From an optimization exercise on the open Yosys and OpenROAD flow, aimed at small area; shortcuts taken in it are not production practice.
In this exercise RTL edits were held to simulation tests only and were not proved equivalent to the original.
Power figures rest on the tool's default switching activity, not on a simulated workload.

// ambient_light_backlight_controller
module ambient_light_backlight_controller #(
   parameter int WINDOW_SIZE = 5,
   parameter int LUX_BITS    = 16
) (
   input  logic       clock,
   input  logic       reset,
   input  logic        req_valid,
   output logic        req_ready,
   input  logic        req_kind,
   input  logic [15:0] req_lux_sample,
   input  logic        req_auto_mode,
   input  logic        req_slider_valid,
   input  logic [7:0]  req_slider_level,
   output logic        rsp_valid,
   input  logic        rsp_ready,
   output logic [9:0]  rsp_backlight_level,
   output logic        rsp_level_written,
   output logic [9:0]  rsp_target_level,
   output logic [15:0] rsp_filtered_lux,
   input  logic       csr_wr_en,
   input  logic [2:0] csr_index,
   input  logic [9:0] csr_wr_data
);
Size: about 1,400 cells after synthesis, roughly 84 I/O pins, about 13,000 um^2 of cells after synthesis.
==> flow/config.mk <==
export PLATFORM = sky130hd
export DESIGN_NAME = ambient_light_backlight_controller
export DESIGN_NICKNAME = ambient_light_backlight_controller
export VERILOG_FILES = /design/flow/design.v
export SDC_FILE = /design/flow/constraint.sdc
export NUM_CORES = 4
export LEC_CHECK = 0
export ABC_AREA = 1
export CAP_MARGIN = 20
export CORE_MARGIN = 2
export CORE_UTILIZATION = 40
export SLEW_MARGIN = 20
==> flow/constraint.sdc <==
create_clock -name core_clock -period 10.0 [get_ports {clock}]
set_input_delay 2.0000 -clock core_clock [delete_from_list [all_inputs] [get_ports {clock}]]
set_output_delay 2.0000 -clock core_clock [all_outputs]
set_load 0.01 [all_outputs]
standard.sh (not shown) runs the stock make flow with config.mk's settings and CLKGATE_MAP_FILE= SYNTH_SCRIPT=/design/flow/synth_recipe.tcl, a recipe that flattens the netlist after the stock synthesis.
==> flow/flow/run.sh <==
#!/bin/bash
export BUFFER_PORTS_ARGS="-buffer_cell sky130_fd_sc_hd__buf_1"
export CTS_ARGS="-sink_clustering_enable -repair_clock_nets -dont_use_dummy_load -buf_list sky130_fd_sc_hd__clkbuf_4 -sink_clustering_size 8 -sink_clustering_max_diameter 50"
bash standard.sh > standard.log 2>&1
Rerun with:
--- a/flow/flow/run.sh
+++ b/flow/flow/run.sh
@@ -1,2 +1,17 @@
 #!/bin/bash
+# The standard layout (standard.sh with synth_recipe.tcl, both unchanged),
+# with three changes:
+#  - ABC maps the logic for area with flow/abc_area.script (used by ORFS when
+#    ABC_AREA=1) in place of ORFS's own; the registers come from dfflibmap,
+#    which runs before ABC, so they are the standard synthesis's;
+#  - the port buffers use the smallest buffer cell;
+#  - clock tree synthesis uses clkbuf_4 leaf clusters of up to 8 sinks
+#    within 50 um, without dummy loads.
+# ORFS writes each step's log under orfs/logs; make's output goes to standard.log.
+set -e
+here=$(pwd)
+rm -rf "$here/orfs_scripts"
+cp -r "$FLOW_HOME/scripts" "$here/orfs_scripts"
+cp "$here/flow/abc_area.script" "$here/orfs_scripts/abc_area.script"
+export SCRIPTS_DIR="$here/orfs_scripts"
 export BUFFER_PORTS_ARGS="-buffer_cell sky130_fd_sc_hd__buf_1"
==> flow/flow/abc_area.script (new file) <==
strash
balance -l
resub -K 6 -l
rewrite -l
resub -K 6 -N 2 -l
refactor -l
resub -K 8 -l
balance -l
resub -K 8 -N 2 -l
rewrite -l
resub -K 10 -l
rewrite -z -l
resub -K 10 -N 2 -l
balance -l
resub -K 12 -l
refactor -z -l
resub -K 12 -N 2 -l
rewrite -z -l
balance -l
dch -f
amap -m -F 4 -A 4
topo
stime -c
GPL_TIMING_DRIVEN = 0   (was not set)
Effect:
- The new run ran to the end with no violations
- cell area goes down by about 4%
- count of clock-buffer cells in the layout goes down by 4
- global-route usage goes down by 0.26 points
- setup slack got worse by 1.2 ns
- critical path depth goes up by 2
- flip-flop and latch count stays the same
- area after synthesis goes down by about 6.4%
- via count goes down by 5.0%
- wire length goes down by 7.1%
Rerun with:
CAP_MARGIN = 0   (was 20)
SLEW_MARGIN = 0   (was 20)
After rerunning: Final area came out lower by 0.67%; global-route usage is about the same; core utilization came out lower by 0.30 points.
Rerun with:
==> flow/flow/run.sh (replaced) <==
#!/bin/bash
export BUFFER_PORTS_ARGS="-buffer_cell sky130_fd_sc_hd__buf_1"
export CTS_ARGS="-sink_clustering_enable -repair_clock_nets -dont_use_dummy_load -buf_list {sky130_fd_sc_hd__clkbuf_4 sky130_fd_sc_hd__clkbuf_8} -sink_clustering_size 10 -sink_clustering_max_diameter 60"
bash standard.sh > standard.log 2>&1
CAP_MARGIN = 20   (was 0)
GPL_TIMING_DRIVEN = not set   (was 0)
SLEW_MARGIN = 20   (was 0)
removed: flow/flow/abc_area.script
Sequential power drops by about 5%.
Utilization falls by 0.34 points.
Setup slack improved by 1.5 ns.
Worst hold slack improves by 0.015 ns.
Critical path depth drops by 1.
Total power increases by about 0.9%.
Via count rose by 5.9%.
Cell count increases by about 13%.

-- separate check: timing with driven ports --
In the flow no input, the clock included, has a driving cell. The finished layouts below were timed again as built, in two steps.
Step 1: set_driving_cell puts a clkbuf_16 on clock and a buf_2 on each other input, an assumption about the parent block.
Step 2 also shifts input and output timing later by t, the mid clock arrival at the registers, as if the neighbouring blocks saw the same clock.
Slacks: ideal / step 1 / step 2; pairs: ideal / step 1.
run | shift t [ns] | slack for setup (ns) | worst slew at a driven data input, ns | cell pins on the clock port's net
the first run | 0.695 | 3.028 / 3.020 / 2.325 | 0.07 | 1
the second run | 0.685 | 1.837 / 1.815 / 1.129 | 0.06 | 1
the third run | 0.685 | 1.420 / 1.399 / 0.714 | 0.06 | 1
the fourth run | 0.562 | 2.960 / 2.951 / 2.389 | 0.07 | 1
After both steps every run listed still meets setup and hold. For the second run, which loses most, drivers alone change the setup slack by -0.022 ns; drivers and shift together by -0.708 ns.
